This design comes from an exercise in tuning for small area, a short achievable clock period and few clock cycles per item on the open sky130 flow, not from production work.
In this exercise RTL edits were held to simulation tests only and were not proved equivalent to the original.
Power and IR drop assume default switching activity.

==> flow/design.v (excerpt) <==
module sql_lexer_token_classifier_core (
  input  logic        clk,
  input  logic        rst_n,
  input  logic        in_valid,
  output logic        in_stall,
  input  logic [15:0] in_code_unit,
  input  logic        in_text_end,
  output logic        out_valid,
  input  logic        out_stall,
  output logic [1:0]  out_token_class,
  output logic [15:0] out_token_start,
  output logic [16:0] out_token_end,
  output logic        out_run_last,
  output logic        out_offset_overflow
);
export LEC_CHECK = 0
export CAP_MARGIN = 20
export CORE_MARGIN = 2
export CORE_UTILIZATION = 40
export CTS_BUF_LIST = sky130_fd_sc_hd__clkbuf_8
export SETUP_SLACK_MARGIN = 5
export SLEW_MARGIN = 20
create_clock -name core_clock -period 8.5 [get_ports {clk}]
standard.sh (not shown) runs the stock make flow with config.mk's settings and CLKGATE_MAP_FILE= SYNTH_SCRIPT=/design/flow/synth_recipe.tcl, a recipe that flattens the netlist after the stock synthesis.
==> flow/flow/run.sh <==
#!/bin/bash
# Layout: the standard flow (standard.sh, all steps, standard synthesis) with two
# changes:
#  - the buffers that ORFS puts on the input and output ports at global placement are
#    sky130_fd_sc_hd__buf_2 instead of ORFS's default pick (a delay buffer cell); each
#    port still gets its own buffer;
set -euo pipefail
M1=5.4
M2=5.4
cp config.mk config_ports.mk
echo 'export BUFFER_PORTS_ARGS = -buffer_cell sky130_fd_sc_hd__buf_2' >> config_ports.mk
sed "s#DESIGN_CONFIG=[^ ]*config.mk#DESIGN_CONFIG=$PWD/config_ports.mk#" standard.sh > standard_ports.sh
grep -q "config_ports.mk" standard_ports.sh
grep -q "SETUP_SLACK_MARGIN=" standard_ports.sh
sed "s#SETUP_SLACK_MARGIN=[0-9.]*#SETUP_SLACK_MARGIN=$M1#" standard_ports.sh > standard_m1.sh
sed "s#SETUP_SLACK_MARGIN=[0-9.]*#SETUP_SLACK_MARGIN=$M2#" standard_ports.sh > standard_m2.sh
bash standard_m1.sh cts > standard_cts.log 2>&1
bash standard_m2.sh > standard_finish.log 2>&1
test -f out/final.def
The first run ran to the end with no violations.
Testbench counts at the start, summed over its fixed seeds: cycles 30,831, chars 30,799.
Then changed:
--- a/flow/flow/run.sh
+++ b/flow/flow/run.sh
@@ -6,6 +6,6 @@
 #    port still gets its own buffer;
 set -euo pipefail
-M1=5.4
-M2=5.4
+M1=5.3
+M2=5.3
 cp config.mk config_ports.mk
 echo 'export BUFFER_PORTS_ARGS = -buffer_cell sky130_fd_sc_hd__buf_2' >> config_ports.mk
SYNTH_HIERARCHICAL = 1   (was not set)
Effect: First-iteration DRC count increases by 33%; fmax grows by 0.94%; die area drops by 1.9%; count of clock-buffer cells in the layout stays the same; non-clock buffer count went up by 5; total power went down by 3.1%; wire length falls by 1.7%; final area is lower by 1.8%.
Then changed:
--- a/flow/flow/run.sh
+++ b/flow/flow/run.sh
@@ -6,6 +6,6 @@
 #    port still gets its own buffer;
 set -euo pipefail
-M1=5.3
-M2=5.3
+M1=5.7
+M2=5.7
 cp config.mk config_ports.mk
 echo 'export BUFFER_PORTS_ARGS = -buffer_cell sky130_fd_sc_hd__buf_2' >> config_ports.mk
SYNTH_HIERARCHICAL = not set   (was 1)
Outcome: Non-clock buffer count goes up by 72; cell area went up by about a fifth; clock power fell by a few percent; flip-flop and latch count stays the same; via count rises by a little under a tenth; worst hold slack got worse by 0.016 ns; setup slack improves by 0.050 ns; global-route usage grows by 2.3 points; fmax is higher slightly; count of clock-buffer cells in the layout is unchanged; power goes up by a little under a tenth.

========
== JK ==
sql_lexer_token_classifier_core again, from the RTL that the note above started with.
## sql_lexer_token_classifier_core
module sql_lexer_token_classifier_core (
  input  logic        clk,
  input  logic        rst_n,
  input  logic        in_valid,
  output logic        in_stall,
  input  logic [15:0] in_code_unit,
  input  logic        in_text_end,
  output logic        out_valid,
  input  logic        out_stall,
  output logic [1:0]  out_token_class,
  output logic [15:0] out_token_start,
  output logic [16:0] out_token_end,
  output logic        out_run_last,
  output logic        out_offset_overflow
);
Settings: LEC_CHECK=0, CAP_MARGIN=20, CORE_MARGIN=2, CORE_UTILIZATION=40, CTS_BUF_LIST=sky130_fd_sc_hd__clkbuf_8, SETUP_SLACK_MARGIN=5, SLEW_MARGIN=20; clock period 8.5 ns.
run.sh (not shown) runs the stock make flow with config.mk's settings and CLKGATE_MAP_FILE= SYNTH_SCRIPT=/design/flow/synth_recipe.tcl, a recipe that flattens the netlist after the stock synthesis.
Stock flow here: none of the scripts above is used.
JK went all the way through the flow, and no timing, DRC or antenna check failed.
Testbench counts of JK, summed over its fixed seeds: cycles 30,831, chars 30,799.
Here is what was changed in the inputs of MS compared with JK.
==> flow/flow/run.sh (new file) <==
#!/bin/bash
# Layout: the standard flow (standard.sh, all steps, standard synthesis) with two
# changes:
#  - the buffers that ORFS puts on the input and output ports at global placement are
#    sky130_fd_sc_hd__buf_2 instead of ORFS's default pick (a delay buffer cell); each
#    port still gets its own buffer;
set -euo pipefail
M1=5.5
M2=5.5
cp config.mk config_ports.mk
echo 'export BUFFER_PORTS_ARGS = -buffer_cell sky130_fd_sc_hd__buf_2' >> config_ports.mk
sed "s#DESIGN_CONFIG=[^ ]*config.mk#DESIGN_CONFIG=$PWD/config_ports.mk#" standard.sh > standard_ports.sh
grep -q "config_ports.mk" standard_ports.sh
grep -q "SETUP_SLACK_MARGIN=" standard_ports.sh
sed "s#SETUP_SLACK_MARGIN=[0-9.]*#SETUP_SLACK_MARGIN=$M1#" standard_ports.sh > standard_m1.sh
sed "s#SETUP_SLACK_MARGIN=[0-9.]*#SETUP_SLACK_MARGIN=$M2#" standard_ports.sh > standard_m2.sh
bash standard_m1.sh cts > standard_cts.log 2>&1
bash standard_m2.sh > standard_finish.log 2>&1
test -f out/final.def
==> flow/standard.sh (new file) <==
#!/bin/bash
# synth_recipe.tcl (not shown) runs the flow's synth.tcl, then flattens the netlist and writes it again
# the make line also repeats each setting of config.mk as NAME=value (left out here)
make -C /OpenROAD-flow-scripts/flow DESIGN_CONFIG=/design/flow/config.mk WORK_HOME=/design/flow/orfs CLKGATE_MAP_FILE= SYNTH_SCRIPT=/design/flow/synth_recipe.tcl "${@:-finish}"
removed: flow/run.sh
[summary]
MS went all the way through synthesis, placement and routing and the layout is clean on timing, DRC and antenna. In MS the global-route wire length before repair turned out about 0.8% higher than in JK. JK → MS: placed wire-length estimate +about 2.3%; wire length reported by the detailed router +200 um; clock share of power -0.6 points; time the worst path needs with I/O delays and setup -330 ps. Going from JK to MS, least setup slack across all paths after layout grows by 330 ps. | transition at the pin with the smallest max-transition slack | lower: MS |.
Input changes introduced in AL (baseline for comparison: MS):
==> flow/flow/run.sh <==
#!/bin/bash
# Layout: the standard flow (standard.sh, all steps, standard synthesis) with one
# change: the buffers that ORFS puts on the input and output ports at global placement
# are sky130_fd_sc_hd__buf_2 instead of ORFS's default pick (a delay buffer cell).
# Each port still gets its own buffer. The whole make output goes to standard.log; the
# ORFS tools' own logs stay under orfs/logs/.
set -euo pipefail
cp config.mk config_ports.mk
echo 'export BUFFER_PORTS_ARGS = -buffer_cell sky130_fd_sc_hd__buf_2' >> config_ports.mk
sed "s#DESIGN_CONFIG=[^ ]*config.mk#DESIGN_CONFIG=$PWD/config_ports.mk#" standard.sh > standard_ports.sh
grep -q "config_ports.mk" standard_ports.sh
bash standard_ports.sh > standard.log 2>&1
test -f out/final.def
Results
- The wire length reported for AL is greater than that of MS by about 2%.
- Minimum clock period for AL: 390 ps up relative to MS
- Cell area | AL vs MS | AL smaller
- Relative to MS, AL degrades internal power contribution.
- Layout overhead on the synthesized area ends up higher on MS.
- AL: area of the multi-input gates about 6% below MS
- Diff MS -> AL | first-pass GRT wire length | down slightly
- There was hardly any difference in number of placed cells counting well taps between MS and AL.
- Number of cells on the worst reg-to-reg path ends up higher on MS.
- Relative to MS, the sequential share of layout area of AL is higher by 1.1 points.

## separate check: timing with driven ports
No port has a modelled driver above. Below, the same layouts with a new extraction and two added sets of constraints. Step 1: set_driving_cell puts a clkbuf_16 on clk and a buf_2 on each other input, an assumption about the parent block. Step 2 times the ports against the registers' clock, not the clock port: input delays grow and output delays shrink by t, the midpoint of the rising clock arrivals with the driver on. a / b / c = ideal ports / drivers / drivers and shift; a / b = the first two.
run	shift t [ns]	slack for setup (ns)	pins driven straight from the clock port
the first run of note 1	0.398	5.251 / 5.251 / 5.068	1
the second run of note 1	0.403	5.281 / 5.281 / 5.014	1
the third run of note 1	0.413	5.331 / 5.287 / 5.123	1
JK	0.402	4.976 / 4.976 / 4.753	1
MS	0.408	5.301 / 5.257 / 5.133	1
AL	0.397	4.912 / 4.912 / 4.896	1
After both steps setup and hold are still met in every run listed. For the second run of note 1, which loses most, drivers alone change the setup slack by 0.000 ns; drivers and shift together by -0.267 ns.
